This is an optimization exercise on Yosys and OpenROAD, whose aim is small area, not a production implementation.
Only simulation tests tie the RTL to the original design; equivalence was not proved.
Power and IR drop assume default switching activity.

--- design/flow/config.mk ---
export PLATFORM = sky130hd
export DESIGN_NAME = aurora_lane
export DESIGN_NICKNAME = aurora_lane
export VERILOG_FILES = /design/flow/design.v
export SDC_FILE = /design/flow/constraint.sdc
export NUM_CORES = 4
export LEC_CHECK = 0
export CAP_MARGIN = 20
export CELL_PAD_IN_SITES_DETAIL_PLACEMENT = 1
export CELL_PAD_IN_SITES_GLOBAL_PLACEMENT = 2
export CORE_MARGIN = 2
export CORE_UTILIZATION = 40
export PLACE_DENSITY = 0.7
export SLEW_MARGIN = 20
--- design/flow/constraint.sdc ---
create_clock -name core_clock -period 6.25 [get_ports {clk160}]
set_input_delay 1.2500 -clock core_clock [delete_from_list [all_inputs] [get_ports {clk160}]]
set_output_delay 1.2500 -clock core_clock [all_outputs]
set_load 0.01 [all_outputs]
--- design/flow/design.v ---
`default_nettype none
package aurora_pkg;
    localparam int PAYLOAD_W  = 64;
    localparam int HDR_W      = 2;
    localparam int BLOCK_W    = PAYLOAD_W + HDR_W;
    localparam int WORD_W     = 32;
    localparam int BYTE_W     = 8;
    localparam int WORD_BEATS = WORD_W / BYTE_W;
    typedef enum logic [HDR_W-1:0] {
        SH_BAD0 = 2'b00,
        SH_DATA = 2'b01,
        SH_CTRL = 2'b10,
        SH_BAD3 = 2'b11
    } sync_hdr_e;
    typedef enum logic {
        BS_SEARCH = 1'b0,
        BS_LOCKED = 1'b1
    } bsync_state_e;
endpackage
`default_nettype wire
`timescale 1ns/1ps
`default_nettype none
import aurora_pkg::*;
module tx_lane
(
    input  logic                 clk160,
    input  logic                 rst,
    input  logic [aurora_pkg::PAYLOAD_W-1:0] data_i,
    input  aurora_pkg::sync_hdr_e            sync_i,
    output logic                 data_next_o,
    output logic [aurora_pkg::BYTE_W-1:0]    byte_o,
    output logic [1:0]                       beat_o    
);
    localparam int TAIL_W = 30;                  
    localparam int LINE_W = BLOCK_W + TAIL_W;    
    logic [1:0]         beat_q;
    logic [5:0]         rd2_q;       
    logic [5:0]         rd2_nxt;
    logic [1:0]         rd_byte_q;   
    logic               need_blk;
    logic               need_q;      
    logic               keep_q;      
    logic               need_nxt;
    logic [BLOCK_W-1:0] blk;
    logic [LINE_W-1:0]  line_q;
    logic [3:0]         x_hot;
    logic [3:0]         y_hot;
    logic [13:0]        win;
    logic [1:0]         half_n [8];
    assign need_blk    = need_q;
    assign data_next_o = need_blk;
    assign beat_o      = beat_q;
    assign rd2_nxt  = need_blk ? {2'b00, 4'(rd2_q - 6'd29)} : rd2_q + 6'd4;
    assign need_nxt = (beat_q == 2'd2) && (rd2_nxt > 6'd28);
    always_ff @(posedge clk160) begin
        if (rst) begin
            beat_q <= '0;
            rd2_q  <= 6'd48;
            need_q <= 1'b0;
            keep_q <= 1'b1;
        end else begin
            beat_q <= beat_q + 1'b1;
            rd2_q  <= rd2_nxt;
            need_q <= need_nxt;
            keep_q <= !need_nxt;
        end
    end
    assign blk = {data_i, sync_i};
    always_ff @(posedge clk160) begin
        if (need_blk) rd_byte_q <= rd2_nxt[3:2];
        for (int j = 0; j < LINE_W; j++) begin
            if (j >= LINE_W - BYTE_W)
                line_q[j] <= blk[j-TAIL_W];
            else if (j >= TAIL_W)
                line_q[j] <= (need_q & blk[j-TAIL_W]) | (keep_q & line_q[j+BYTE_W]);
            else
                line_q[j] <= (need_q & line_q[j+10]) | (keep_q & line_q[j+BYTE_W]);
        end
    end
    always_comb begin
        for (int i = 0; i < 4; i++) x_hot[i] = (rd_byte_q == 2'(i)) && !(rd2_q[5] && rd2_q[4]);
        for (int i = 0; i < 4; i++) y_hot[i] = (rd2_q[1:0] == 2'(i));
        for (int k = 0; k < 14; k++)
            win[k] = ~(~((x_hot[0] & line_q[k])    | (x_hot[1] & line_q[8+k])) &
                       ~((x_hot[2] & line_q[16+k]) | (x_hot[3] & line_q[24+k])));
        for (int b = 0; b < 8; b++) begin
            half_n[b][0] = ~((y_hot[0] & win[b])   | (y_hot[1] & win[b+2]));
            half_n[b][1] = ~((y_hot[2] & win[b+4]) | (y_hot[3] & win[b+6]));
            byte_o[b] = ~&half_n[b];
        end
    end
endmodule
`default_nettype wire
`timescale 1ns/1ps
`default_nettype none
import aurora_pkg::*;
module rx_gearbox
(
    input  logic               clk160,
    input  logic               rst,
    input  logic [1:0]         beat_i,      
    input  logic [aurora_pkg::BYTE_W-1:0]  byte_i,
    input  logic               slip_i,
    output logic [aurora_pkg::BLOCK_W-1:0] block_o,
    output logic               block_valid_o
);
    localparam int SR_W   = 105;
    localparam int FILL_W = 7;
    logic [SR_W-1:0]   sr_q;
    logic [FILL_W-1:0] fill_q;
    logic              word_done;
    logic              emit;
    logic [FILL_W-1:0] cat_fill;
    logic              slip_pend_q;
    logic              slip_req;
    logic              slip_go;
    logic [4:0]        pos;
    logic [2:0]        pos_hi;
    logic [2:0]        sel_a;
    logic [2:0]        sel_b;
    logic [1:0]        sel_c;
    logic [1:0]        sel_d;
    logic [2:0]        sel_a_q;
    logic [2:0]        sel_b_q;
    logic [1:0]        sel_c_q;
    logic [1:0]        sel_d_q;
    logic [100:0]      win;
    logic [76:0]       st1n;
    logic [68:0]       st2;
    logic [66:0]       st3n;
    assign word_done = (beat_i == 2'd3);
    assign emit      = (fill_q >= FILL_W'(BLOCK_W));
    always_comb begin
        if (word_done)  cat_fill = fill_q + FILL_W'(WORD_W);
        else if (emit)  cat_fill = fill_q - FILL_W'(BLOCK_W);
        else            cat_fill = fill_q;
        slip_req = slip_i || slip_pend_q;
        slip_go  = slip_req && (cat_fill != '0);
    end
    always_ff @(posedge clk160) begin
        if (rst) begin
            fill_q        <= '0;
            slip_pend_q   <= 1'b0;
            block_valid_o <= 1'b0;
        end else begin
            fill_q        <= slip_go ? cat_fill - 1'b1 : cat_fill;
            slip_pend_q   <= slip_req && !slip_go;
            block_valid_o <= emit;
        end
    end
    always_ff @(posedge clk160) begin
        sr_q <= {byte_i, sr_q[SR_W-1:BYTE_W]};
    end
    always_comb begin
        pos    = 5'(7'd97 - fill_q);
        pos_hi = pos[4:2];
        sel_a  = {pos_hi >= 3'd6, pos_hi >= 3'd3 && pos_hi < 3'd6, pos_hi < 3'd3};
        sel_b  = {pos_hi == 3'd2 || pos_hi == 3'd5,
                  pos_hi == 3'd1 || pos_hi == 3'd4 || pos_hi == 3'd7,
                  pos_hi == 3'd0 || pos_hi == 3'd3 || pos_hi == 3'd6};
        sel_c  = {pos[1], !pos[1]};
        sel_d  = {pos[0], !pos[0]};
    end
    always_ff @(posedge clk160) begin
        sel_a_q <= sel_a;
        sel_b_q <= sel_b;
        sel_c_q <= sel_c;
        sel_d_q <= sel_d;
    end
    assign win = sr_q[100:0];
    always_comb begin
        for (int k = 0; k < 77; k++)
            st1n[k] = ~((sel_a_q[0] & win[k]) | (sel_a_q[1] & win[k+12]) | (sel_a_q[2] & win[k+24]));
        for (int k = 0; k < 69; k++)
            st2[k] = ~((sel_b_q[0] & st1n[k]) | (sel_b_q[1] & st1n[k+4]) | (sel_b_q[2] & st1n[k+8]));
        for (int k = 0; k < 67; k++)
            st3n[k] = ~((sel_c_q[0] & st2[k]) | (sel_c_q[1] & st2[k+2]));
        for (int k = 0; k < 66; k++)
            block_o[k] = ~((sel_d_q[0] & st3n[k]) | (sel_d_q[1] & st3n[k+1]));
    end
endmodule
`default_nettype wire
`timescale 1ns/1ps
`default_nettype none
import aurora_pkg::*;
module block_sync
#(
    parameter int SH_CNT_MAX     = 64,
    parameter int SH_INVALID_MAX = 16
) (
    input  logic      clk160,
    input  logic      rst,
    input  aurora_pkg::sync_hdr_e hdr_i,
    input  logic      hdr_valid_i,
    output logic      slip_o,
    output logic      lock_o
);
    localparam int CNT_W = $clog2(SH_CNT_MAX);
    localparam int INV_W = $clog2(SH_INVALID_MAX);
    aurora_pkg::bsync_state_e     state_q;
    logic [CNT_W-1:0] sh_cnt_q;
    logic [INV_W-1:0] inv_cnt_q;
    logic             skip_q;
    logic             hdr_ok;
    logic             window_end;
    logic             step;
    logic             drop;
    assign hdr_ok      = (hdr_i == SH_DATA) || (hdr_i == SH_CTRL);
    assign window_end  = (sh_cnt_q == CNT_W'(SH_CNT_MAX - 1));
    assign step        = hdr_valid_i && !skip_q;
    assign drop        = !hdr_ok && (state_q == BS_SEARCH || inv_cnt_q == INV_W'(SH_INVALID_MAX - 1));
    always_ff @(posedge clk160) begin
        if (rst) begin
            state_q   <= BS_SEARCH;
            sh_cnt_q  <= '0;
            inv_cnt_q <= '0;
            skip_q    <= 1'b0;
            slip_o    <= 1'b0;
        end else begin
            slip_o <= step && drop;
            if (hdr_valid_i) skip_q <= step && drop;
            if (step) begin
                sh_cnt_q  <= drop ? '0 : sh_cnt_q + 1'b1;
                inv_cnt_q <= (state_q == BS_LOCKED && !window_end) ? inv_cnt_q + INV_W'(!hdr_ok) : '0;
                if (state_q == BS_SEARCH) begin
                    if (hdr_ok && window_end) state_q <= BS_LOCKED;
                end else begin
                    if (drop) state_q <= BS_SEARCH;
                end
            end
        end
    end
    assign lock_o = (state_q == BS_LOCKED);
endmodule
`default_nettype wire
`timescale 1ns/1ps
`default_nettype none
import aurora_pkg::*;
module aurora_lane
#(
    parameter int SH_CNT_MAX     = 64,
    parameter int SH_INVALID_MAX = 16
) (
    input  logic                 clk160,
    input  logic                 rst,
    input  logic [aurora_pkg::PAYLOAD_W-1:0] tx_data_i,
    input  aurora_pkg::sync_hdr_e            tx_sync_i,
    output logic                 tx_data_next_o,
    output logic [aurora_pkg::BYTE_W-1:0]    tx_byte_o,
    input  logic [aurora_pkg::BYTE_W-1:0]    rx_byte_i,
    output logic [aurora_pkg::PAYLOAD_W-1:0] rx_data_o,
    output aurora_pkg::sync_hdr_e            rx_sync_o,
    output logic                 rx_valid_o,
    output logic                 block_lock_o
);
    logic [BLOCK_W-1:0] rx_block;
    logic               rx_block_valid;
    logic               slip;
    logic [1:0]         beat;
    tx_lane u_tx_lane (
        .clk160      (clk160),
        .rst         (rst),
        .data_i      (tx_data_i),
        .sync_i      (tx_sync_i),
        .data_next_o (tx_data_next_o),
        .byte_o      (tx_byte_o),
        .beat_o      (beat)
    );
    rx_gearbox u_rx_gearbox (
        .clk160        (clk160),
        .rst           (rst),
        .beat_i        (beat),
        .byte_i        (rx_byte_i),
        .slip_i        (slip),
        .block_o       (rx_block),
        .block_valid_o (rx_block_valid)
    );
    assign rx_sync_o = aurora_pkg::sync_hdr_e'(rx_block[HDR_W-1:0]);
    assign rx_data_o = rx_block[BLOCK_W-1:HDR_W];
    block_sync #(
        .SH_CNT_MAX     (SH_CNT_MAX),
        .SH_INVALID_MAX (SH_INVALID_MAX)
    ) u_block_sync (
        .clk160      (clk160),
        .rst         (rst),
        .hdr_i       (rx_sync_o),
        .hdr_valid_i (rx_block_valid),
        .slip_o      (slip),
        .lock_o      (block_lock_o)
    );
    assign rx_valid_o = rx_block_valid && block_lock_o;
endmodule
`default_nettype wire
--- design/flow/flow/run.sh ---
#!/bin/bash
# Own layout flow: the standard flow, with three changes.
#  1. After the standard synthesis, the combinational cells are mapped again by
#     ABC for area with a few scripts, keeping the smallest result; flip-flops
#     are left exactly as the standard synthesis made them.
#  2. Port buffers are the smallest buffer cell.
#  3. CTS without dummy loads.
# Every tool writes its full output to a log of its own in this folder.
set -euo pipefail
W=$PWD
R=$W/orfs/results/$FLOW_PLATFORM/aurora_lane/base
LIB=$FLOW_HOME/platforms/$FLOW_PLATFORM/lib/sky130_fd_sc_hd__tt_025C_1v80.lib

export CTS_ARGS="-sink_clustering_enable -repair_clock_nets -dont_use_dummy_load -buf_list {sky130_fd_sc_hd__clkbuf_4 sky130_fd_sc_hd__clkbuf_8} -sink_clustering_buffer sky130_fd_sc_hd__clkbuf_8 -root_buf sky130_fd_sc_hd__clkbuf_4 -sink_clustering_size 14 -sink_clustering_max_diameter 70"
export BUFFER_PORTS_ARGS="-buffer_cell sky130_fd_sc_hd__buf_1"

bash standard.sh synth > $W/log_1_standard_synth.txt 2>&1
cp $R/1_2_yosys.v $W/std_1_2_yosys.v

DU=""
for c in $(cat $W/flow/dont_use.txt); do DU="$DU -dont_use $c"; done
FLOPS=$(grep -oE "sky130_fd_sc_hd__[a-z0-9_]+" $W/std_1_2_yosys.v | sort -u | grep -E "__(df|edf|sdf|dl)" | tr '\n' ' ')
best=""
best_area=""
for s in $W/flow/abc_*.abc; do
  n=$(basename $s .abc)
  cat > $W/remap_$n.ys <<EOF
read_liberty -ignore_miss_func $LIB
read_verilog $W/std_1_2_yosys.v
hierarchy -top $FLOW_TOP
setattr -mod -set keep_hierarchy 1 $FLOPS
flatten
opt_clean
abc -script $s -liberty $LIB $DU
opt_clean -purge
blackbox $FLOPS
hilomap -singleton -hicell sky130_fd_sc_hd__conb_1 HI -locell sky130_fd_sc_hd__conb_1 LO
insbuf -buf sky130_fd_sc_hd__buf_4 A X
splitnets
opt_clean -purge
tee -o $W/remap_$n.stat stat -liberty $LIB
write_verilog -noattr -nohex -nodec $W/remap_$n.v
EOF
  if yosys -s $W/remap_$n.ys > $W/log_2_remap_$n.txt 2>&1; then
    a=$(grep "Chip area for module" $W/remap_$n.stat | head -1 | awk '{print $NF}')
    echo "$n $a" >> $W/remap_areas.txt
    if [[ -z "$best_area" ]] || awk -v a="$a" -v b="$best_area" 'BEGIN{exit !(a<b)}'; then
      best=$n; best_area=$a
    fi
  fi
done
echo "best $best $best_area" >> $W/remap_areas.txt
cp $W/remap_$best.v $R/1_2_yosys.v
rm -f $R/1_synth.odb $R/1_synth.sdc
bash standard.sh > $W/log_3_standard_layout.txt 2>&1
--- design/flow/flow/abc_1.abc ---
strash
&get -n
&fraig -x
&put
scorr
dc2
strash
dch -f
amap
--- design/flow/flow/abc_4.abc ---
strash
&get -n
&dch -f
&nf -a -R 1000
&put
--- design/flow/flow/abc_5.abc ---
strash
&get -n
&fraig -x
&put
scorr
dc2
strash
&get -n
&dch -f
&nf
&put
--- design/flow/flow/abc_6.abc ---
strash
&get -n
&fraig -x
&put
scorr
dc2
strash
&get -n
&dch -f
&nf -R 1000 -E 100
&put
--- design/flow/flow/abc_7.abc ---
strash
&get -n
&fraig -x
&put
scorr
dc2
strash
&get -n
&dch -f
&nf -R 1000 -E 100 -C 32 -F 8 -A 4
&put
--- design/flow/flow/abc_8.abc ---
strash
dc2
strash
&get -n
&dch -f
&nf -R 1000 -E 100
&put
--- design/flow/flow/abc_9.abc ---
strash
&get -n
&fraig -x
&put
scorr
dc2
strash
&get -n
&dch -f
&nf -R 1000 -E 10 -p -C 32 -F 8
&put
--- design/flow/flow/dont_use.txt ---
sky130_fd_sc_hd__lpflow_bleeder_1
sky130_fd_sc_hd__lpflow_clkbufkapwr_1
sky130_fd_sc_hd__lpflow_clkbufkapwr_16
sky130_fd_sc_hd__lpflow_clkbufkapwr_2
sky130_fd_sc_hd__lpflow_clkbufkapwr_4
sky130_fd_sc_hd__lpflow_clkbufkapwr_8
sky130_fd_sc_hd__lpflow_clkinvkapwr_1
sky130_fd_sc_hd__lpflow_clkinvkapwr_16
sky130_fd_sc_hd__lpflow_clkinvkapwr_2
sky130_fd_sc_hd__lpflow_clkinvkapwr_4
sky130_fd_sc_hd__lpflow_clkinvkapwr_8
sky130_fd_sc_hd__lpflow_decapkapwr_12
sky130_fd_sc_hd__lpflow_decapkapwr_3
sky130_fd_sc_hd__lpflow_decapkapwr_4
sky130_fd_sc_hd__lpflow_decapkapwr_6
sky130_fd_sc_hd__lpflow_decapkapwr_8
sky130_fd_sc_hd__lpflow_inputiso0n_1
sky130_fd_sc_hd__lpflow_inputiso0p_1
sky130_fd_sc_hd__lpflow_inputiso1n_1
sky130_fd_sc_hd__lpflow_inputiso1p_1
sky130_fd_sc_hd__lpflow_inputisolatch_1
sky130_fd_sc_hd__lpflow_isobufsrc_1
sky130_fd_sc_hd__lpflow_isobufsrc_16
sky130_fd_sc_hd__lpflow_isobufsrc_2
sky130_fd_sc_hd__lpflow_isobufsrc_4
sky130_fd_sc_hd__lpflow_isobufsrc_8
sky130_fd_sc_hd__lpflow_isobufsrckapwr_16
sky130_fd_sc_hd__lpflow_lsbuf_lh_hl_isowell_tap_1
sky130_fd_sc_hd__lpflow_lsbuf_lh_hl_isowell_tap_2
sky130_fd_sc_hd__lpflow_lsbuf_lh_hl_isowell_tap_4
sky130_fd_sc_hd__lpflow_lsbuf_lh_isowell_4
sky130_fd_sc_hd__lpflow_lsbuf_lh_isowell_tap_1
sky130_fd_sc_hd__lpflow_lsbuf_lh_isowell_tap_2
sky130_fd_sc_hd__lpflow_lsbuf_lh_isowell_tap_4
sky130_fd_sc_hd__probe_p_8
sky130_fd_sc_hd__probec_p_8
--- design/flow/standard.sh ---
#!/bin/bash
# synth_recipe.tcl (not shown) runs the flow's synth.tcl, then flattens the netlist and writes it again
# the make line also repeats each setting of config.mk as NAME=value (left out here)
make -C /OpenROAD-flow-scripts/flow DESIGN_CONFIG=/design/flow/config.mk WORK_HOME=/design/flow/orfs CLKGATE_MAP_FILE= SYNTH_SCRIPT=/design/flow/synth_recipe.tcl "${@:-finish}"
==> summary.md, run 1 <==
After the last flow step, the layout net total stands at 1097. Port buffering added 152 buffers. After routing the design area is 10700 sq um.

The tools report the share of total power in the clock network as 0.214. The clock tree root buffer cell was clkbuf_4. Setup repair after global routing left no endpoint under its margin. For the global-route wire length before repair, the log shows 46900 um.

Counting I/O delays and the setup requirement, the final critical path takes 4.88 ns. In this run the post-CTS setup repair buffer count came out at 0. Static timing analysis puts the maximum clock frequency at 205 MHz.

The run gives 0.0450 ns as the largest clock skew in the final design. Summing all placed instances gives a cell area of 10500 sq um. CTS saw 245 sinks. The run gives 1 as the number of levels in the clock H-tree.

The number of nets in the synthesized netlist is 910. The worst-skew pair later-pin latency is 0.65 ns, and the pin slew with the least headroom to its limit is 1.04 ns. The logs give 0 ns for the sum of negative setup slack and 20500 um for the final HPWL from detailed placement. The fraction of final layout cells with drive strength greater than 1 is 0.0451. During synthesis, Yosys emitted a total of 4 warnings.

The type of element capturing the critical path is a primary output. The signal on the critical path passes through buf_4, a222oi_1, a222oi_1, a22oi_1, a22oi_1, buf_1. The worst max-slew margin expressed relative to the limit is 0.303, and the setup violation total in the final timing report is 0.

The die is 157 um tall. Entering global routing, the biggest net connects 96 pins. Highest fanout seen on the critical path: 41. The final weighted congestion of routability-driven global placement was 0.823.

The tools report the relative contribution of combinational cells to total power as 0.254. After detailed routing, the average wire length per cell comes to 22.4 um. Cell internal power was estimated by the tool at 2.38 mW. Buffers inserted during clock tree synthesis total 21. STA puts the critical path data required time at 5.00 ns.

The die is 157 um wide. Dividing total power by cell area gives a power density of 330 nW/um^2. The tools report the total congestion overflow after global routing as 0. The flow ran to the end and the layout has no timing, DRC or antenna violations. The number of hold buffers added after CTS was 0.

The floorplan has 56 rows. Fraction of power consumed by sequential logic: 0.532. For this run, the detailed router's first-pass iteration total came to 11. The tools report the I/O pin count as 153. Averaged over all synthesized cells, the footprint is 11.2 sq um. The critical path is of the reg -> out type. The switching portion of total power was 0.328; the number of failing hold endpoints at the final stage was 0. The worst setup path is launched from a flop. The worst-case IR drop observed on VDD is 0.200 mV. The via count of the first global-routing pass was 8435; the DRC violation count after routing was 0. Across all layers, the routed design uses 8869 vias. The run gives 1.16 mW as the switching power of the nets.

In the routed layout, each cell is associated on average with a via count of 6.62. On the critical path, the stage with the largest delay is an instance of dfxtp_2. The total count of max-transition violations in the final report is 0.

The final cycle utilization of the critical path is 0.781, and the arrival time of data at the critical path endpoint is 3.63 ns. Clock slew at the register clock pins of the worst setup and hold paths: 0.09 ns. For the initial antenna violation count, the log shows 1. From synthesis to final layout, the design area changed by 14.5%.

In this run the static leakage power is 4.45 nW. In this run the cell area of the synthesized design comes to 9380 sq um. The total core area is 23300 sq um. TritonCTS built the clock tree. The die covers 24700 sq um. The logs give 0.234 for the global-route usage over all layers and 0 for the residual antenna-violating net count after detailed routing. Max-cap violations in this run came to 0.

Worst min-delay path class: reg -> reg. After clock tree synthesis, the repair step resized 0 gates. Largest stage delay on the critical path: 0.85 ns. The clock passes through at most 3 buffers. The run gives 1585 as the first-iteration detailed-routing DRC count. Summed over all layers, the routed wires come to 30000 um. The run gives 834 as the synthesized netlist cell count. For the effective utilization at floorplan, the log shows 0.403.
[cell type report]
type / instances / area, sq um
fillers: 2656 / 12500
inverters: 6 / 22.5
clock buffers: 21 / 270
multi-input cells: 583 / 4430
well taps: 319 / 399
diodes: 1 / 2.50
repair buffers: 164 / 661
flip-flops and latches: 245 / 4940
[state kept, by name, indices dropped and copies added, names as in the netlist, 3 cells and up]
register / cells
u_rx_gearbox.fill_q: 7
u_rx_gearbox.sel_a_q: 3
u_block_sync.sh_cnt_q: 6
u_tx_lane.line_q: 96
u_rx_gearbox.sel_b_q: 3
u_block_sync.inv_cnt_q: 4
u_rx_gearbox.sr_q: 105
u_tx_lane.rd2_q: 6
[cells in the final DEF, fill, tap and decap left out, types with 2 or more instances in the layout]
cell	count
clkbuf_8	18
nand2_1	63
dfxtp_2	11
and3_1	7
a221oi_1	4
xor2_1	2
xnor2_1	13
nor2b_1	5
buf_1	152
a32oi_1	6
clkbuf_4	3
a222oi_1	146
o21a_1	5
a22o_1	92
edfxtp_1	2
a21oi_1	18
nor3_1	11
o21ai_0	6
a221o_1	4
nand3_1	9
nor2_1	30
o31ai_1	4
and2_0	4
a22oi_1	136
dfxtp_1	231
buf_4	12
clkinv_1	6
[worst paths after layout]
path | startpoint | end | slack (ns) | cells past startpoint
worst max register to register | u_rx_gearbox.sel_a_q[2]$_DFF_P_ | u_block_sync.inv_cnt_q[3]$_SDFFE_PP0P_ | 2.65 | 10
worst min register to register | u_rx_gearbox.sr_q[10]$_DFF_P_ | u_rx_gearbox.sr_q[2]$_DFF_P_ | 0.33 | 0
worst min-delay path | u_rx_gearbox.sr_q[10]$_DFF_P_ | u_rx_gearbox.sr_q[2]$_DFF_P_ | 0.33 | 0
worst max-delay path | u_rx_gearbox.sel_a_q[2]$_DFF_P_ | rx_data_o[15] | 1.37 | 6
[metal layers]
layer | vias to the layer above | track usage | share of wire
li1 | 4066 | - | -
met1 | 4394 | 0.346 | 0.46
met2 | 378 | 0.364 | 0.46
met3 | 31 | 0.0372 | 0.071
met4 | 0 | 0.0429 | 0.015
met5 | - | 0 | 0
[through the flow]
step	power, mW	hold WS (ns)	instances	setup slack [ns]	utilization
after global placement	2.78	0.315	1317	2.10	0.449
final	3.54	0.329	1339	1.37	0.461
after CTS	3.56	0.321	1338	1.40	0.461
after floorplan	2.47	0.310	834	2.18	-
after global routing	3.74	0.314	1339	1.21	0.461
after detailed placement	2.81	0.313	1317	2.14	0.449
[worst max-delay path: cells and delay by family (launching register included)]
family / cells / cell delay (ns)
flip-flops: 1 / 0.85
buffers and inverters: 2 / 0.69
AO/OA/AOI/OAI: 4 / 1.42
[power groups by stage]
stage / clock network [mW] / logic [mW] / registers [mW]
6_report: 0.757 / 0.901 / 1.88
5_1_grt: 0.843 / 0.989 / 1.90
4_1_cts: 0.788 / 0.898 / 1.88
3_5_place_dp: 0 / 0.892 / 1.91
3_3_place_gp: 0 / 0.879 / 1.90
2_1_floorplan: 0 / 0.557 / 1.91
==> run 2: changes to the inputs <==
--- a/design/flow/design.v
+++ b/design/flow/design.v
@@ -106,23 +106,22 @@
 );
     localparam int SR_W   = 105;
-    localparam int FILL_W = 7;
     logic [SR_W-1:0]   sr_q;
-    logic [FILL_W-1:0] fill_q;
-    logic              word_done;
-    logic              emit;
-    logic [FILL_W-1:0] cat_fill;
-    logic              slip_pend_q;
-    logic              slip_req;
-    logic              slip_go;
-    logic [4:0]        pos;
-    logic [2:0]        pos_hi;
-    logic [2:0]        sel_a;
-    logic [2:0]        sel_b;
-    logic [1:0]        sel_c;
-    logic [1:0]        sel_d;
+    logic [1:0]        w_q;
     logic [2:0]        sel_a_q;
     logic [2:0]        sel_b_q;
     logic [1:0]        sel_c_q;
     logic [1:0]        sel_d_q;
+    logic [2:0]        y_hi;
+    logic [4:0]        y;
+    logic              word_done;
+    logic              emit;
+    logic              cat_zero;
+    logic              slip_pend_q;
+    logic              slip_req;
+    logic              slip_go;
+    logic [5:0]        y_sum;
+    logic [4:0]        ny;
+    logic [2:0]        ny_hi;
+    logic [1:0]        w_nxt;
     logic [100:0]      win;
     logic [76:0]       st1n;
@@ -130,19 +129,36 @@
     logic [66:0]       st3n;
     assign word_done = (beat_i == 2'd3);
-    assign emit      = (fill_q >= FILL_W'(BLOCK_W));
     always_comb begin
-        if (word_done)  cat_fill = fill_q + FILL_W'(WORD_W);
-        else if (emit)  cat_fill = fill_q - FILL_W'(BLOCK_W);
-        else            cat_fill = fill_q;
+        y_hi = (sel_a_q[2] ? 3'd6 : sel_a_q[1] ? 3'd3 : 3'd0)
+             + (sel_b_q[2] ? 3'd2 : sel_b_q[1] ? 3'd1 : 3'd0);
+        y    = {y_hi, sel_c_q[1], sel_d_q[1]};
+        emit = (w_q == 2'd3) || (w_q == 2'd2 && y <= 5'd29);
+        if (word_done)  cat_zero = 1'b0;
+        else if (emit)  cat_zero = (w_q == 2'd2) && (y == 5'd29);
+        else            cat_zero = (w_q == 2'd0) && (y == 5'd31);
         slip_req = slip_i || slip_pend_q;
-        slip_go  = slip_req && (cat_fill != '0);
+        slip_go  = slip_req && !cat_zero;
+        y_sum = {1'b0, y} + {4'd0, emit, 1'b0} + {5'd0, slip_go};
+        ny    = y_sum[4:0];
+        ny_hi = ny[4:2];
+        w_nxt = w_q + {1'b0, word_done} - {emit, 1'b0} - {1'b0, y_sum[5]};
     end
     always_ff @(posedge clk160) begin
         if (rst) begin
-            fill_q        <= '0;
+            w_q           <= '0;
+            sel_a_q       <= 3'b100;
+            sel_b_q       <= 3'b010;
+            sel_c_q       <= 2'b10;
+            sel_d_q       <= 2'b10;
             slip_pend_q   <= 1'b0;
             block_valid_o <= 1'b0;
         end else begin
-            fill_q        <= slip_go ? cat_fill - 1'b1 : cat_fill;
+            w_q           <= w_nxt;
+            sel_a_q       <= {ny_hi >= 3'd6, ny_hi >= 3'd3 && ny_hi < 3'd6, ny_hi < 3'd3};
+            sel_b_q       <= {ny_hi == 3'd2 || ny_hi == 3'd5,
+                              ny_hi == 3'd1 || ny_hi == 3'd4 || ny_hi == 3'd7,
+                              ny_hi == 3'd0 || ny_hi == 3'd3 || ny_hi == 3'd6};
+            sel_c_q       <= {ny[1], !ny[1]};
+            sel_d_q       <= {ny[0], !ny[0]};
             slip_pend_q   <= slip_req && !slip_go;
             block_valid_o <= emit;
@@ -151,20 +167,4 @@
     always_ff @(posedge clk160) begin
         sr_q <= {byte_i, sr_q[SR_W-1:BYTE_W]};
-    end
-    always_comb begin
-        pos    = 5'(7'd97 - fill_q);
-        pos_hi = pos[4:2];
-        sel_a  = {pos_hi >= 3'd6, pos_hi >= 3'd3 && pos_hi < 3'd6, pos_hi < 3'd3};
-        sel_b  = {pos_hi == 3'd2 || pos_hi == 3'd5,
-                  pos_hi == 3'd1 || pos_hi == 3'd4 || pos_hi == 3'd7,
-                  pos_hi == 3'd0 || pos_hi == 3'd3 || pos_hi == 3'd6};
-        sel_c  = {pos[1], !pos[1]};
-        sel_d  = {pos[0], !pos[0]};
-    end
-    always_ff @(posedge clk160) begin
-        sel_a_q <= sel_a;
-        sel_b_q <= sel_b;
-        sel_c_q <= sel_c;
-        sel_d_q <= sel_d;
     end
     assign win = sr_q[100:0];
--- a/design/flow/config.mk
+++ b/design/flow/config.mk
@@ -11,4 +11,3 @@
 export CORE_MARGIN = 2
 export CORE_UTILIZATION = 40
-export PLACE_DENSITY = 0.7
 export SLEW_MARGIN = 20
==> run 2 against run 1 <==
- still clean
- sequential share of layout area down 0.36 points
- combinational power grew to 2.6 times the previous value
- die area is 1.2% lower
- routed wire length is 3.6% lower
- area after synthesis down 1.2%
- non-clock buffer count up 2
- critical path depth shrank 1
- maximum frequency about the same
- first-iteration DRC count fell by 8.8%
- count of clock-buffer cells in the layout rose by 1
- sequential power rose by 6%
- highest routed layer unchanged
==> summary.md, run 2 <==
Synthesis produced a netlist with a net count of 893. The logs give 0 for the post-CTS setup buffer count and 0.68 ns for the worst-skew pair later-pin latency. Ranked by flip-flop count, first place goes to u_rx_gearbox.sr_q. Among all stages on the critical path, the largest delay is contributed by dfxtp_2. The global-route usage over all layers was 0.231.

The first global-routing pass estimated 46300 um of wire. In this design, the stage delay of the slowest critical-path cell is 1.03 ns. The register with the most flip-flops in the layout has 105 of them. For this run, the top clock speed supported by timing is 205 MHz.

The highest fanout seen on the critical path was 57; the final cycle utilization of the critical path was 0.780. The worst min-delay path class is reg -> reg. The tools report the final net count as 1083. In the layout the commonest cells are dfxtp_1, buf_1, a22oi_1, a222oi_1, a22o_1. The tools report the type of element capturing the critical path as a primary output. The critical path ends at rx_sync_o[1]. After layout, the minimum clock period comes to 4.88 ns.

The total count of max-transition violations in the final report came out at 0. The run gives 0 as the hold buffer count at CTS. The floorplan step set the die width to 156 um.

The vertical extent of the die is 156 um. Data on the critical path arrives at its endpoint at 3.63 ns. IR analysis of the VDD net gives a maximum drop of 0.215 mV. The internal portion of the total power is 2.98 mW.

The largest net degree at the start of global routing is 96. Power spread over the standard cell area amounts to 483 nW/um^2. The tools report the fraction of power consumed by sequential logic as 0.392. The largest registers in the layout are u_rx_gearbox.sr_q (105), u_tx_lane.line_q (96). For the total via count in the routed design, the log shows 8743. The fraction of final layout cells with drive strength greater than 1 works out to 0.0478.

The number of filler cells placed in the layout was 2552; the average routed wire per standard cell was 22.4 um. The gate family responsible for the most delay along the worst path is compound AO/OA/AOI/OAI gates. The worst register-to-register path has a depth of 10. Setup repair after global routing left no endpoint under its margin. The number of buffer and inverter instances along the worst setup path was 1; the total core area was 22700 sq um.

Yosys printed 4 warnings. After clock tree synthesis, the clock-pin slew on the worst setup and hold paths is 0.09 ns. The total overflow left after global routing is 0.

The residual antenna-violating net count after detailed routing came out at 0. The logs give 28900 um for the routed wire length and 3 for the number of buffers between clock root and the deepest sink. The tools report the relative contribution of combinational cells to total power as 0.458. The congestion estimate from routability-driven global placement came to 0.815. Setup violations remaining at the end of the flow were counted as 0.

TritonCTS built the clock tree. After detailed routing, the number of vias per cell comes to 6.77. The first detailed-routing pass ran for 14 iterations.

Start point of the critical path: u_rx_gearbox.sel_a_q[0]$_SDFF_PP0_. The library cell used most frequently in the layout, excluding fill and tap cells, is dfxtp_1. For the pin with the worst max-slew slack, the measured transition is 1.05 ns. Summing all multi-input logic gate instances after layout gives 4400 sq um.

Gates resized during post-CTS repair numbered 0. The tightest hold path in the finished design has a slack of 0.333 ns. After detailed routing, the number of remaining DRC violations is 0. The largest clock skew in the final design is 0.0764 ns, and the share of total power in the clock network is 0.150. The worst max-slew margin expressed relative to the limit came out at 0.299.

The startpoint identified for the worst register-to-register timing path is u_rx_gearbox.sel_a_q[0]$_SDFF_PP0_. The logs give 55 for the number of placement rows and 0.408 for the effective utilization at floorplan. The count of buffers inserted at the top-level ports came out at 152. The total clock buffers created by CTS is 22, and the post-synthesis instance area is 9260 sq um. The I/O pin count was 153; the final HPWL from detailed placement was 19700 um. The analysis attributes to net switching a power of 2.14 mW. The tools report the sum of negative setup slack as 0 ns. The worst setup path is of the reg -> out kind. Traced cell by cell, the critical path runs through a222oi_1, a221oi_1, a32oi_1, a22oi_1, buf_1.

The cell count along the critical path is 5. The cell leakage power is 3.87 nW. The floorplan step defined a die boundary enclosing 24400 sq um. The tree is rooted in a clkbuf_4. The register-to-register setup slack came out at 2.49 ns. The signed area change from the synthesized netlist to the final layout was 14.5%. The area of all sequential standard cells was 4840 sq um; the sink count of the clock tree was 240. The cell count after synthesis came out at 817. The synthesized area per cell came out at 11.3 sq um. The run finished with no timing, DRC or antenna violations. Sort of element at the start of the critical path: a flop. For the worst setup path, the data required time is 5.00 ns. For this block, the initial DRC count from the detailed router was 1445. The switching portion of total power works out to 0.418. The via count of the first global-routing pass was 8512. The initial antenna violation count was 1; the number of failing hold endpoints at the final stage was 0. The tool flagged a number of max-cap violations equal to 0.

The number of levels in the clock H-tree was 1. The endpoint identified for the worst register-to-register timing path is u_block_sync.inv_cnt_q[3]$_SDFFE_PP0P_.
[run 2: cell count changes in the layout (fill, tap and decap cells not counted), moves of 6 or more]
cell	previous run	this run
a221oi_1	4	14
a222oi_1	146	134
a22o_1	92	98
nand2_1	63	33
o221ai_1	0	8
xnor2_1	13	7
[run 2: worst register-to-register path: cells and delay by family, from the launching register on]
kind | cells | cell delay [ns]
AOI/OAI and AO/OA | 6 | 2.00
DFF | 1 | 1.03
xor gates and xnor gates | 1 | 0.19
buffers and inverters | 1 | 0.09
and+or+nand+nor | 2 | 0.35
[run 2: metrics by stage]
stage | instances | utilization | power [mW] | area, sq um | setup slack, ns
4_1_cts | 1290 | 0.467 | 5.14 | 10600 | 1.27
5_1_grt | 1291 | 0.467 | 5.48 | 10600 | 1.12
3_3_place_gp | 1268 | 0.454 | 4.32 | 10300 | 1.99
6_report | 1291 | 0.467 | 5.12 | 10600 | 1.37
2_1_floorplan | 817 | - | 3.56 | 9260 | 2.13
3_5_place_dp | 1268 | 0.454 | 4.36 | 10300 | 2.06
[run 2: worst min path at each step]
stage	cells past startpoint	slack, ns	endpoint	start
3_5_place_dp	0	0.31	u_rx_gearbox.sr_q[93]$_DFF_P_	u_rx_gearbox.sr_q[101]$_DFF_P_
6_report	0	0.33	u_rx_gearbox.sr_q[93]$_DFF_P_	u_rx_gearbox.sr_q[101]$_DFF_P_
5_1_grt	0	0.34	u_rx_gearbox.sr_q[93]$_DFF_P_	u_rx_gearbox.sr_q[101]$_DFF_P_
3_3_place_gp	0	0.31	u_rx_gearbox.sr_q[95]$_DFF_P_	u_rx_gearbox.sr_q[103]$_DFF_P_
4_1_cts	0	0.34	u_rx_gearbox.sr_q[93]$_DFF_P_	u_rx_gearbox.sr_q[101]$_DFF_P_
2_1_floorplan	0	0.31	u_rx_gearbox.sr_q[93]$_DFF_P_	u_rx_gearbox.sr_q[101]$_DFF_P_
[run 2: routing by layer]
layer | track usage | wire length, um
met5 | 0 | 0
met1 | 0.321 | 12800
met3 | 0.0394 | 1820
met4 | 0.0459 | 514
met2 | 0.378 | 13800
[run 2: area by class of cell]
| cell class | count | area share |
|---|---|---|
| timing repair buffer | 166 | 0.0637 |
| sequential | 240 | 0.457 |
| multi-input combinational | 568 | 0.415 |
| antenna | 1 | 0.000236 |
| clock buffer | 22 | 0.0268 |
| tap | 285 | 0.0336 |
| inverter | 9 | 0.00319 |
[run 2: power groups by stage]
stage,Clock [mW],Sequential (mW),Combinational (mW)
floorplan,0,2.04,1.53
global placement,0,2.02,2.30
detailed placement,0,2.03,2.33
CTS,0.803,2.00,2.34
global route,0.864,2.04,2.57
finish,0.770,2.00,2.35
==> run 3: changes to the inputs <==
--- a/design/flow/config.mk
+++ b/design/flow/config.mk
@@ -11,3 +11,4 @@
 export CORE_MARGIN = 2
 export CORE_UTILIZATION = 40
+export PLACE_DENSITY = 0.7
 export SLEW_MARGIN = 20
==> run 3 against run 2 <==
- clock skew unchanged
- sequential cell count unchanged
- maximum frequency unchanged
- clock power about the same
- combinational power about the same
- setup slack unchanged
- die area unchanged
- via count unchanged
- highest routed layer unchanged
==> summary.md, run 3 <==
STA classifies the critical path endpoint as a primary output. The number of nets in the synthesized netlist was 893; the total via count in the routed design was 8743. The tools report the routed wire length as 28900 um. Dividing the detail-routed wire length by the instance count gives 22.4 um. CTS placed an instance of clkbuf_4 at the clock tree root. Counting flops per register, the top entry is u_rx_gearbox.sr_q.

TritonCTS built the clock tree. After synthesis, the mean cell area works out to 11.3 sq um. Sort of element at the start of the critical path: a flop. The final net count is 1083, and the flip-flop count of the largest register after layout is 105.

Entering global routing, the biggest net connects 96 pins. The tools report the total die area as 24400 sq um. Beginning of the worst hold path: u_rx_gearbox.sr_q[101]$_DFF_P_. The logs give 0.299 for the worst max-slew margin expressed relative to the limit and 1445 for the first-iteration detailed-routing DRC count. The critical path starts at u_rx_gearbox.sel_a_q[0]$_SDFF_PP0_.

The run gives 0 as the number of failing hold endpoints at the final stage. After clock tree synthesis, the clock-pin slew on the worst setup and hold paths is 0.09 ns. Setup repair after global routing left no endpoint under its margin. The logs give 0.231 for the global-route usage over all layers and 0 for the post-CTS setup buffer count. The run gives 14 as the iteration count of the initial detailed-routing pass. Relative to the synthesized area, the layout overhead comes to 14.5%. For the pin with the worst max-slew slack, the measured transition is 1.05 ns. The highest fanout seen on the critical path was 57. The final cycle utilization of the critical path is 0.780, and the final weighted congestion of routability-driven global placement is 0.815. Dividing total power by cell area gives a power density of 483 nW/um^2. The via count of the first global-routing pass is 8512, and the largest clock skew in the final design is 0.0764 ns.

The number of placement rows was 55; the Yosys warning count was 4. The fraction of final layout cells with drive strength greater than 1 works out to 0.0478. Post-synthesis instance area: 9260 sq um. The logs give 46300 um for the global-route wire length before repair and 205 MHz for the achievable clock frequency.

In this run the worst hold path is classified as reg -> reg. Hold timing on the final database bottoms out at a slack of 0.333 ns. The total count of max-transition violations in the final report was 0. The startpoint identified for the worst register-to-register timing path is u_rx_gearbox.sel_a_q[0]$_SDFF_PP0_.

The worst-case IR drop observed on VDD is 0.215 mV. In the final layout, the registers with the most flip-flops are u_rx_gearbox.sr_q (105), u_tx_lane.line_q (96). Leaving out fill and tap cells, the most frequent cells in the layout are dfxtp_1, buf_1, a22oi_1, a222oi_1, a22o_1. Before CTS, the worst setup slack after placement is 2.06 ns. The run gives 0 as the total congestion overflow after global routing. The die is 156 um tall.

The run gives 10600 sq um as the cell area after layout. The run finished with no timing, DRC or antenna violations. The number of buffers between clock root and the deepest sink is 3, and the number of gates resized after cts is 0. The most common library cell in the layout ignoring fill and taps was dfxtp_1.

The residual antenna-violating net count after detailed routing is 0, and the total core area is 22700 sq um. Buffers inserted to repair hold after CTS numbered 0. The utilization after layout is 0.467, and the placement-stage cell area is 10300 sq um. For the final HPWL from detailed placement, the log shows 19700 um.

Number of levels in the clock H-tree: 1. The logs give 22 for the total clock buffers created by CTS and 0 for the max-capacitance violation count. The clock reaches the later pin of the worst-skew pair after 0.68 ns.

The setup path with the least slack is of type reg -> out. At the worst endpoint, the required time is 5.00 ns. The tools report the synthesized netlist cell count as 817. The effective utilization at floorplan was 0.408.

The run gives 240 as the sink count of the clock tree. The run gives 153 as the I/O pin count. The worst path in the final design needs a cycle of 4.88 ns, including I/O delays and setup. Using the TritonRoute via totals, the vias-per-cell ratio works out to 6.77.

DRC violation count after routing: 0. The worst path setup slack after routing is 1.37 ns. The run gives 0 as the setup violation total in the final timing report. The floorplan die width is 156 um, and the count of buffers inserted at the top-level ports is 152. The run gives 3.63 ns as the arrival time of data at the critical path endpoint. The initial antenna violation count is 1. The tools report the cell leakage power as 3.87 nW. After routing, the total negative slack on setup checks comes to 0 ns.
[run 3: final cells by class]
class,instances,area (sq um)
antenna,1,2.50
clock buffer,22,284
fill,2552,12100
inverter,9,33.8
multi-input combinational,568,4400
sequential,240,4840
tap,285,357
timing repair buffer,166,676
[run 3: per-layer routing]
layer | track usage | part of all wire
met5 | 0 | 0
met4 | 0.0459 | 0.018
met3 | 0.0394 | 0.063
met2 | 0.378 | 0.48
met1 | 0.321 | 0.44
[run 3: critical path, cell delays in order, from the launching register on]
cell      delay [ns]
dfxtp_2         1.03
a222oi_1        0.28
a221oi_1        0.65
a32oi_1         0.31
a22oi_1         0.45
buf_1           0.20
[run 3: where the power goes]
group          internal (mW)  switching [mW]  total, mW  leakage (nW)
registers               1.72           0.282       2.00          2.02
clock network          0.289           0.480      0.770         0.150
logic                  0.969            1.38       2.35          1.71
[run 3: worst paths after layout]
check / endpoint / slack [ns] / depth (start not counted)
hold reg to reg: u_rx_gearbox.sr_q[93]$_DFF_P_ / 0.33 / 0
setup / recovery: rx_sync_o[1] / 1.37 / 5
hold / removal: u_rx_gearbox.sr_q[93]$_DFF_P_ / 0.33 / 0
setup reg to reg: u_block_sync.inv_cnt_q[3]$_SDFFE_PP0P_ / 2.49 / 10
[run 3: through the flow]
| stage | power (mW) | instances |
|---|---|---|
| after CTS | 5.14 | 1290 |
| after global placement | 4.32 | 1268 |
| final | 5.12 | 1291 |
| after floorplan | 3.56 | 817 |
| after detailed placement | 4.36 | 1268 |
| after global routing | 5.48 | 1291 |
==> run 4: changes to the inputs <==
--- a/design/flow/config.mk
+++ b/design/flow/config.mk
@@ -8,7 +8,6 @@
 export CAP_MARGIN = 20
 export CELL_PAD_IN_SITES_DETAIL_PLACEMENT = 1
-export CELL_PAD_IN_SITES_GLOBAL_PLACEMENT = 2
+export CELL_PAD_IN_SITES_GLOBAL_PLACEMENT = 1
 export CORE_MARGIN = 2
 export CORE_UTILIZATION = 40
-export PLACE_DENSITY = 0.7
 export SLEW_MARGIN = 20
==> run 4 against run 3 <==
- still clean
- critical path depth up 1
- register-to-register slack about the same
- sequential power is 5% lower
- maximum frequency grew 3.5%
==> summary.md, run 4 <==
The run gives 8450 as the via count of the first global-routing pass. The final cycle utilization of the critical path works out to 0.754. For this block, the routed nets add up to 28500 um of wire.

The library cell used most frequently in the layout, excluding fill and tap cells, is dfxtp_1. Before CTS, the worst setup slack after placement is 2.27 ns. The largest registers in the layout are u_rx_gearbox.sr_q (105), u_tx_lane.line_q (96).

After detailed placement, the total cell area comes to 10300 sq um. The area growth from synthesis to layout is 14.2%. For the total congestion overflow after global routing, the log shows 0. The run gives 22 as the total clock buffers created by CTS.

The tools report the largest net degree at the start of global routing as 96. In the post-route analysis, the smallest setup slack over all paths is 1.54 ns. Data arrives at the worst endpoint at 3.46 ns.

The finished layout holds 1288 standard cells, fillers aside. Averaged over all synthesized cells, the footprint is 11.3 sq um. The run gives 0.334 ns as the final worst hold slack. The first global-routing pass estimated 46100 um of wire. For this design the top-level I/O count stands at 153. Across the run, the number of max-cap violations was 0. The number of levels in the clock H-tree was 1; the achievable clock frequency was 212 MHz. The effective utilization at floorplan was 0.408; the number of buffers between clock root and the deepest sink was 3.

For this design the static power due to leakage is 3.86 nW. The final weighted congestion of routability-driven global placement was 0.809. From bottom edge to top edge, the die measures 156 um. After detailed routing, the number of remaining DRC violations is 0. Flip-flop count of the largest register after layout: 105. Leaving out fill and tap cells, the most frequent cells in the layout are dfxtp_1, buf_1, a22oi_1, a222oi_1, a22o_1. In the final routed layout, each cell accounts on average for 22.1 um. The detail route stage leaves a number of antenna-violating nets equal to 0. The critical path is of the reg -> out type. The ratio of total power to cell area is 480 nW/um^2, and the floorplan die width is 156 um. The tools report the sort of element at the start of the critical path as a flop. The highest fanout seen on the critical path was 54.

Buffers placed on the I/O ports in this run total 152. The via count normalized by instance count works out to 6.83. Worst min-delay path class: reg -> reg.

The region available for standard cell placement spans 22700 sq um. For the worst max-slew margin expressed relative to the limit, the log shows 0.367. The run gives 0 as the number of gates resized after cts. For this run, the number of Yosys warnings is 4.

The fraction of final layout cells with drive strength greater than 1 came out at 0.0449. After layout, the design draws a total of 5.08 mW. The worst-skew pair later-pin latency is 0.69 ns.

The cell sitting at the root of the clock tree is a clkbuf_4. The global-route usage over all layers is 0.228. The final net count came out at 1080. The worst setup path is captured at a primary output. The run finished with no timing, DRC or antenna violations.

The number of nets in the synthesized netlist is 893, and the sink count of the clock tree is 240. For the final routed database, the setup TNS stands at 0 ns. The iteration count of the initial detailed-routing pass came out at 15.

For the number of filler cells placed in the layout, the log shows 2583. The number of failing hold endpoints at the final stage came out at 0. After the first detailed-routing iteration, the DRC count stood at 1478. The tools report the setup violation total in the final timing report as 0. The tools report the cell area after layout as 10600 sq um. The clock slew at the register clock pins of the worst setup and hold paths came out at 0.08 ns. Summing over every cut layer, the via total after detailed routing is 8800. The logs give 0 for the hold buffer count at CTS and 1 for the initial antenna violation count. The utilization after layout was 0.466; the synthesized netlist cell count was 817. The tools report the total die area as 24400 sq um. The run gives 9260 sq um as the post-synthesis instance area. Counting flops per register, the top entry is u_rx_gearbox.sr_q. For the worst setup path, the data required time is 5.00 ns. IR analysis of the VDD net gives a maximum drop of 0.236 mV. The logs give 19000 um for the final HPWL from detailed placement and 0 for the total count of max-transition violations in the final report. The largest clock skew in the final design came out at 0.0874 ns. At the pin with the least slew margin, the transition time is 0.946 ns. Setup repair after global routing left no endpoint under its margin.

For the post-CTS setup buffer count, the log shows 0. In this run the core area contains 55 standard-cell rows. For the number of cells after detailed placement, the log shows 1265.

For the finished layout, the period the worst path requires is 4.71 ns. TritonCTS built the clock tree.
run 4: cell count changes in the layout (fill, tap and decap cells not counted), sizes merged:
cell,previous run,this run
buf,166,163
run 4: path summary, 6_finish.rpt:
path | from | endpoint | slack, ns | depth (start not counted)
worst min register to register | u_rx_gearbox.sr_q[103]$_DFF_P_ | u_rx_gearbox.sr_q[95]$_DFF_P_ | 0.33 | 0
worst max-delay path | u_rx_gearbox.sel_a_q[1]$_SDFF_PP0_ | rx_sync_o[1] | 1.54 | 6
worst min-delay path | u_rx_gearbox.sr_q[103]$_DFF_P_ | u_rx_gearbox.sr_q[95]$_DFF_P_ | 0.33 | 0
worst max register to register | u_rx_gearbox.sel_a_q[2]$_SDFF_PP1_ | u_rx_gearbox.sel_b_q[1]$_SDFF_PP1_ | 2.49 | 13
run 4: critical path, stage by stage, from the launching register on:
cell      delay (ns)
dfxtp_2         0.64
buf_4           0.58
a222oi_1        0.21
a222oi_1        0.50
a22oi_1         0.19
a22oi_1         0.41
buf_1           0.20
run 4: area by class of cell:
class                           count  area, sq um  share of cell area
Antenna cell                        1         2.50            0.000236
Clock buffer                       22          284              0.0268
Inverter                            9         33.8             0.00319
Multi-Input combinational cell    568         4400               0.416
Sequential cell                   240         4850               0.458
Tap cell                          285          357              0.0337
Timing Repair Buffer              163          653              0.0617
run 4: routing by layer:
layer / wire length (um) / track usage / share of wire
met3: 2150 / 0.0369 / 0.076
met2: 13200 / 0.363 / 0.46
met1: 12700 / 0.327 / 0.45
met5: 0 / 0 / 0
met4: 444 / 0.0467 / 0.016
run 4: report_power, final:
part           leakage, nW  switching [mW]  internal (mW)
combinational         1.69            1.45          0.968
clock                0.150           0.464          0.289
sequential            2.02           0.188           1.72
==> run 5: changes to the inputs <==
--- a/design/flow/flow/run.sh
+++ b/design/flow/flow/run.sh
@@ -12,5 +12,5 @@
 LIB=$FLOW_HOME/platforms/$FLOW_PLATFORM/lib/sky130_fd_sc_hd__tt_025C_1v80.lib
 
-export CTS_ARGS="-sink_clustering_enable -repair_clock_nets -dont_use_dummy_load -buf_list {sky130_fd_sc_hd__clkbuf_4 sky130_fd_sc_hd__clkbuf_8} -sink_clustering_buffer sky130_fd_sc_hd__clkbuf_8 -root_buf sky130_fd_sc_hd__clkbuf_4 -sink_clustering_size 14 -sink_clustering_max_diameter 70"
+export CTS_ARGS="-sink_clustering_enable -repair_clock_nets -dont_use_dummy_load -buf_list {sky130_fd_sc_hd__clkbuf_4 sky130_fd_sc_hd__clkbuf_8} -sink_clustering_buffer sky130_fd_sc_hd__clkbuf_8 -root_buf sky130_fd_sc_hd__clkbuf_4 -sink_clustering_size 17 -sink_clustering_max_diameter 75"
 export BUFFER_PORTS_ARGS="-buffer_cell sky130_fd_sc_hd__buf_1"
 
--- a/design/flow/config.mk
+++ b/design/flow/config.mk
@@ -8,5 +8,5 @@
 export CAP_MARGIN = 20
 export CELL_PAD_IN_SITES_DETAIL_PLACEMENT = 1
-export CELL_PAD_IN_SITES_GLOBAL_PLACEMENT = 1
+export CELL_PAD_IN_SITES_GLOBAL_PLACEMENT = 2
 export CORE_MARGIN = 2
 export CORE_UTILIZATION = 40
==> run 5 against run 4 <==
- worst hold slack gained 0.0015 ns
- largest cell class unchanged
- routed wire length is 0.65% higher
- setup slack got worse by 0.16 ns
- count of clock-buffer cells in the layout decreased by 4
- still clean on timing, DRC and antenna
- clock power decreased by 6.8%
==> summary.md, run 5 <==
The number of placement rows was 55; the total count of max-transition violations in the final report was 0. The synthesized netlist cell count came out at 817. The run finished with no timing, DRC or antenna violations. The synthesized area per cell is 11.3 sq um, and the final net count is 1079. Relative to the synthesized area, the layout overhead comes to 13.9%. The total clock buffers created by CTS came out at 18. The total congestion overflow after global routing was 0; the final cycle utilization of the critical path was 0.779. STA puts the critical path data required time at 5.00 ns. For the final database, setup skew stands at 0.0427 ns. The most common library cell in the layout ignoring fill and taps was dfxtp_1. The register bank with the most flops was u_rx_gearbox.sr_q. TritonCTS built the clock tree. The switching portion of total power is 0.421, and the sink count of the clock tree is 240.

Data on the critical path arrives at its endpoint at 3.62 ns. In this run the cell area of the synthesized design comes to 9260 sq um. The total via count in the routed design came out at 8635. Counting instances, the worst hold path has a depth of 0. Setup repair after global routing left no endpoint under its margin. The worst setup path is captured at a primary output. Setup violations remaining at the end of the flow were counted as 0. The largest single stage delay on the critical path is 1.03 ns. The Yosys warning count is 4. Leaving out fill and tap cells, the most frequent cells in the layout are dfxtp_1, buf_1, a22oi_1, a222oi_1, a22o_1. Adding up every negative setup slack in the final design gives 0 ns.

By startpoint and endpoint, the worst setup path is classified as reg -> out. Number of cells after detailed placement: 1268. The run gives 1498 as the first-iteration detailed-routing DRC count. The share of total power in the clock network was 0.139. The floorplan step defined a die boundary enclosing 24400 sq um.

The vertical extent of the die is 156 um, and the achievable clock frequency is 205 MHz. IR analysis of the VDD net gives a maximum drop of 0.221 mV. Entering global routing, the biggest net connects 96 pins.

The logs give 2552 for the number of filler cells placed in the layout and 2.93 mW for the cell-internal power. Input and output buffers added on the ports amount to 152. Summed over all cells, the static leakage comes to 3.85 nW.

The global-route usage over all layers is 0.229, and the ratio of total power to cell area is 479 nW/um^2. The first TritonRoute pass finished after 11 iterations. The clock tree root buffer cell is clkbuf_4.

Fraction of power consumed by sequential logic: 0.396. The count of nets left with antenna violations once routing finished came out at 0. The routed wire length is 28700 um, and the fraction of final layout cells with drive strength greater than 1 is 0.0440.

The number of nets in the synthesized netlist is 893. For this design the top-level I/O count stands at 153. In the routed design, unresolved DRC markers number 0. The worst path needs 4.87 ns of the cycle, external delays included. For the final weighted congestion of routability-driven global placement, the log shows 0.815. The sort of element at the start of the critical path was a flop. The tools report the relative contribution of combinational cells to total power as 0.465. The final HPWL from detailed placement is 19700 um, and the highest fanout seen on the critical path is 57. The effective utilization at floorplan is 0.408, and the worst-skew pair later-pin latency is 0.64 ns. In the routed layout, each cell is associated on average with a via count of 6.71.

Hold repair after CTS inserted 0 buffers. The run gives 0 as the number of failing hold endpoints at the final stage. The register with the most flip-flops in the layout has 105 of them. The largest registers in the layout are u_rx_gearbox.sr_q (105), u_tx_lane.line_q (96). The depth of the most critical reg-to-reg path is 8.

The first global-routing pass estimated 46000 um of wire. Clock-pin slew was measured on the worst setup and hold paths at 0.10 ns. At the pin with the least slew margin, the transition time is 1.04 ns. The number of levels in the clock H-tree came out at 1. The cell at the slowest stage of the critical path was dfxtp_2. The number of non-filler instances in the completed layout is 1287. The number of gates resized after cts was 0. After clock tree synthesis, the setup repair step added 0 buffers. The run gives 22700 sq um as the total core area. The initial antenna violation count was 1; the area of all sequential standard cells was 4840 sq um.

In this run the horizontal extent of the chip is 156 um. The clock passes through at most 3 buffers. After detailed routing, the average wire length per cell comes to 22.3 um. For the area occupied by multi-input gates, the log shows 4400 sq um.

The worst min-delay path class is reg -> reg. The run gives 8510 as the via count of the first global-routing pass. The tool flagged a number of max-cap violations equal to 0. The critical path goes through buf_4, a222oi_1, a222oi_1, a22oi_1, a22oi_1, buf_1. The logs give 0.304 for the worst max-slew margin expressed relative to the limit and 2.13 mW for the switching power of the nets.
run 5: cell types whose count changed in the layout (fill, tap and decap cells not counted):
cell / before / now
clkbuf_8: 19 / 15
buf_4: 11 / 14
dfxtp_2: 9 / 10
dfxtp_4: 3 / 2
run 5: power groups by stage:
stage,combinational [mW],clock [mW],sequential [mW]
after floorplan,1.53,0,2.04
after global placement,2.30,0,2.02
after detailed placement,2.33,0,2.03
after CTS,2.35,0.733,2.00
after global routing,2.57,0.789,2.04
final,2.35,0.703,2.00
run 5: per-layer routing:
metal | vias to the layer above | routed length [um] | global-route usage
met2 | 285 | 13600 | 0.378
met1 | 4286 | 12900 | 0.320
li1 | 4028 | - | -
met5 | - | 0 | 0
met4 | 0 | 489 | 0.0467
met3 | 36 | 1690 | 0.0336
run 5: stage by stage:
step | worst slack, ns | power [mW] | hold slack (ns) | cell area, sq um | utilization
final | 1.38 | 5.05 | 0.336 | 10500 | 0.464
after global routing | 1.18 | 5.40 | 0.344 | 10500 | 0.464
after CTS | 1.32 | 5.07 | 0.338 | 10500 | 0.464
after detailed placement | 2.06 | 4.36 | 0.315 | 10300 | 0.454
after global placement | 1.99 | 4.32 | 0.312 | 10300 | 0.454
after floorplan | 2.13 | 3.56 | 0.310 | 9260 | -
run 5: area by class of cell:
cell class                 instances  area share
antenna                            1    0.000237
clock buffer                      18      0.0217
inverter                           9     0.00320
multi-input combinational        568       0.418
sequential                       240       0.459
tap                              285      0.0338
timing repair buffer             166      0.0641
run 5: worst max-delay path, delay by kind of cell (launching register included):
family,cells,cell delay [ns]
compound gates,4,1.37
buf+inv,2,0.56
flops,1,1.03
run 5: path summary, 6_finish.rpt:
check                                          start                                    end  slack, ns
setup / recovery  u_rx_gearbox.sel_a_q[0]$_SDFF_PP0_                          rx_data_o[49]       1.38
hold / removal        u_rx_gearbox.sr_q[101]$_DFF_P_          u_rx_gearbox.sr_q[93]$_DFF_P_       0.34
hold reg to reg       u_rx_gearbox.sr_q[101]$_DFF_P_          u_rx_gearbox.sr_q[93]$_DFF_P_       0.34
setup reg to reg  u_rx_gearbox.sel_a_q[0]$_SDFF_PP0_  u_block_sync.sh_cnt_q[4]$_SDFFE_PP0P_       2.48
==> run 6: changes to the inputs <==
--- a/design/flow/config.mk
+++ b/design/flow/config.mk
@@ -8,5 +8,5 @@
 export CAP_MARGIN = 20
 export CELL_PAD_IN_SITES_DETAIL_PLACEMENT = 1
-export CELL_PAD_IN_SITES_GLOBAL_PLACEMENT = 2
+export CELL_PAD_IN_SITES_GLOBAL_PLACEMENT = 1
 export CORE_MARGIN = 2
 export CORE_UTILIZATION = 40
==> run 6 against run 5 <==
- maximum frequency grew 4.5%
- die area is the same
- critical path depth is the same
- still clean
==> summary.md, run 6 <==
Setup repair after global routing left no endpoint under its margin. Across the run, the number of max-cap violations was 0. For the arrival time of data at the critical path endpoint, the log shows 3.41 ns.

The logs give 28700 um for the routed wire length and 46100 um for the global-route wire length before repair. The run gives 12 as the iteration count of the initial detailed-routing pass. The area growth from synthesis to layout is 13.8%. Overall power consumption after layout is estimated at 5.04 mW. Final net count: 1077. The share of total power in the clock network was 0.141. The ratio of total power to cell area was 478 nW/um^2. TritonCTS built the clock tree. The highest fanout seen on the critical path was 54. The worst hold path begins at u_rx_gearbox.sr_q[101]$_DFF_P_.

The pin slew with the least headroom to its limit was 0.960 ns. Yosys printed 4 warnings. Worst max-slew margin expressed relative to the limit: 0.360. The fraction of final layout cells with drive strength greater than 1 was 0.0420. Most common library cell in the layout ignoring fill and taps: dfxtp_1. The switching portion of total power was 0.417; the clock slew at the register clock pins of the worst setup and hold paths was 0.11 ns. The filler cells instantiated in the layout total 2587.

The final cycle utilization of the critical path came out at 0.745. The count of buffers inserted at the top-level ports works out to 152. The number of buffer and inverter instances along the worst setup path came out at 2. Number of gates resized after cts: 0.

The logs give 0 ns for the sum of negative setup slack and 19 for the total clock buffers created by CTS. The logs give 0.408 for the effective utilization at floorplan and 0 for the hold buffer count at CTS. Counting cells, the worst reg-to-reg path comes to 13. The floorplan step defined a core boundary enclosing 22700 sq um. The achievable clock frequency is 215 MHz. The run gives 893 as the number of nets in the synthesized netlist. Synthesis handed over a netlist of 817 instances. The flow ran to the end and the layout has no timing, DRC or antenna violations.

Final hold analysis gives a worst-case slack of 0.332 ns. From left edge to right edge, the die measures 156 um. After the flow finishes, the layout carries non-filler instances totaling 1285.

The library cells used most frequently in the layout, excluding fill and tap cells, are dfxtp_1, buf_1, a22oi_1, a222oi_1, a22o_1. At the end of routability-driven placement, the weighted congestion stood at 0.809. The tools report the clock tree root buffer cell as clkbuf_4. STA puts the critical path data required time at 5.00 ns. The endpoint of the worst hold-timing path was u_rx_gearbox.sr_q[93]$_DFF_P_. u_rx_gearbox.sr_q holds more flip-flops than any other register. The endpoint identified for the worst register-to-register timing path is u_rx_gearbox.sel_b_q[1]$_SDFF_PP1_.

The logs give 1265 for the number of cells after detailed placement and 2.10 mW for the switching power of the nets. In this run the core area contains 55 standard-cell rows. The global-route usage over all layers was 0.229. The tools report the sink count of the clock tree as 240.

The wire-length estimate of the detail-placed layout is 19000 um. The slowest stage of the critical path belongs to the cell dfxtp_2. The analysis attributes to cell leakage a power of 3.84 nW. For this block, the initial DRC count from the detailed router was 1600.

The fraction of power consumed by sequential logic came out at 0.378. The detail route stage leaves a number of antenna-violating nets equal to 0. For the number of failing hold endpoints at the final stage, the log shows 0. The total count of max-transition violations in the final report came out at 0. The type of element capturing the critical path is a primary output.

For the worst-skew pair, the clock arrives at the later sink with an insertion delay of 0.65 ns. In this run the number of cells on the critical path is 6. The flip-flop count of the largest register after layout is 105. The DRC violation count after routing was 0; the number of instances on the worst hold path was 0. Source of the worst register-to-register timing path: u_rx_gearbox.sel_a_q[2]$_SDFF_PP1_. The worst setup path is of the reg -> out kind. The signal on the critical path passes through buf_4, a222oi_1, a222oi_1, a22oi_1, a22oi_1, buf_1. The relative contribution of combinational cells to total power was 0.481; the average routed wire per standard cell was 22.3 um. 153 I/O pins were placed. The mapped netlist covers 9260 sq um. The largest single stage delay on the critical path is 0.66 ns. For the initial antenna violation count, the log shows 1. Across all register-to-register paths, the minimum setup slack is 2.48 ns.

STA classifies the critical path startpoint as a flop. In this design, the largest share of critical-path delay is due to compound AO/OA/AOI/OAI gates. VDD sags by at most 0.232 mV. Once the clock tree was built, the setup fixing pass inserted 0 buffers. For the total via count in the routed design, the log shows 8759.

The min-delay analysis places its worst path in the category reg -> reg. The setup violation total in the final timing report is 0, and the vertical extent of the die is 156 um. The largest registers in the layout are u_rx_gearbox.sr_q (105), u_tx_lane.line_q (96). Via count normalized by instance count: 6.82. The tools report the cell-internal power as 2.94 mW.

Number of buffers between clock root and the deepest sink: 3. Global routing finished with a remaining overflow of 0. Entering global routing, the biggest net connects 96 pins. In this run the mean area of a mapped cell was 11.3 sq um.

The clock period could shrink to 4.66 ns. The tools report the number of levels in the clock H-tree as 1. The via count of the first global-routing pass came out at 8365. The die covers 24400 sq um.

The largest clock skew in the final design came out at 0.0560 ns.
## run 6: final cells by class
| type | instances | area [sq um] | share of cell area |
|---|---|---|---|
| Clock buffer | 19 | 243 | 0.0230 |
| Sequential cell | 240 | 4850 | 0.460 |
| Inverter | 9 | 33.8 | 0.00321 |
| Tap cell | 285 | 357 | 0.0338 |
| Multi-Input combinational cell | 568 | 4400 | 0.418 |
| Antenna cell | 1 | 2.50 | 0.000237 |
| Timing Repair Buffer | 163 | 653 | 0.0620 |
## run 6: how the worst max path moves through the flow
| stage | slack (ns) | end | start |
|---|---|---|---|
| final | 1.59 | rx_sync_o[1] | u_rx_gearbox.sel_a_q[2]$_SDFF_PP1_ |
| after global routing | 1.33 | rx_sync_o[1] | u_rx_gearbox.sel_a_q[2]$_SDFF_PP1_ |
| after CTS | 1.56 | rx_sync_o[1] | u_rx_gearbox.sel_a_q[2]$_SDFF_PP1_ |
| after detailed placement | 2.27 | rx_sync_o[1] | u_rx_gearbox.sel_a_q[2]$_SDFF_PP1_ |
| after global placement | 2.37 | rx_data_o[23] | u_rx_gearbox.sel_a_q[2]$_SDFF_PP1_ |
| after floorplan | 2.13 | rx_sync_o[1] | u_rx_gearbox.sel_a_q[2]$_SDFF_PP1_ |
## run 6: stage by stage
stage / setup slack (ns) / util / cell area (sq um)
after floorplan: 2.13 / - / 9260
after global placement: 2.37 / 0.453 / 10300
after detailed placement: 2.27 / 0.453 / 10300
after CTS: 1.56 / 0.464 / 10500
after global routing: 1.33 / 0.464 / 10500
final: 1.59 / 0.464 / 10500
## run 6: per-layer routing
metal,track usage,part of all wire
met5,0,0
met2,0.362,0.46
met4,0.0472,0.016
met1,0.333,0.46
met3,0.0339,0.069
## run 6: power by group through the flow
stage | combinational [mW] | sequential, mW | clock (mW)
after detailed placement | 2.40 | 1.94 | 0
after global routing | 2.66 | 1.93 | 0.803
after CTS | 2.41 | 1.91 | 0.740
after global placement | 2.36 | 1.92 | 0
final | 2.42 | 1.91 | 0.710
after floorplan | 1.53 | 2.04 | 0

[static timing again, ports no longer ideal]
No port has a modelled driver above. Below, the same layouts with a new extraction and two added sets of constraints. Step 1 sets driving cells, clkbuf_16 on the clock port and buf_2 on the other inputs (assumed; they add their load-dependent delay and slew). Step 2 also shifts input and output timing later by t, the mid clock arrival at the registers, as if the neighbouring blocks saw the same clock. Three values: no drivers, after step 1, after step 2; two values: the first two.
run | t, ns | slack for setup (ns) | worst setup path after step 2
run 1 | 0.675 | 1.368 / 1.322 / 1.997 | register to output
run 2 | 0.695 | 1.372 / 1.324 / 2.019 | register to output
run 3 | 0.695 | 1.372 / 1.324 / 2.019 | register to output
run 4 | 0.688 | 1.538 / 1.493 / 2.181 | register to output
run 5 | 0.668 | 1.380 / 1.337 / 2.005 | register to output
run 6 | 0.665 | 1.592 / 1.547 / 2.213 | register to output
After both steps every run listed still meets setup and hold.
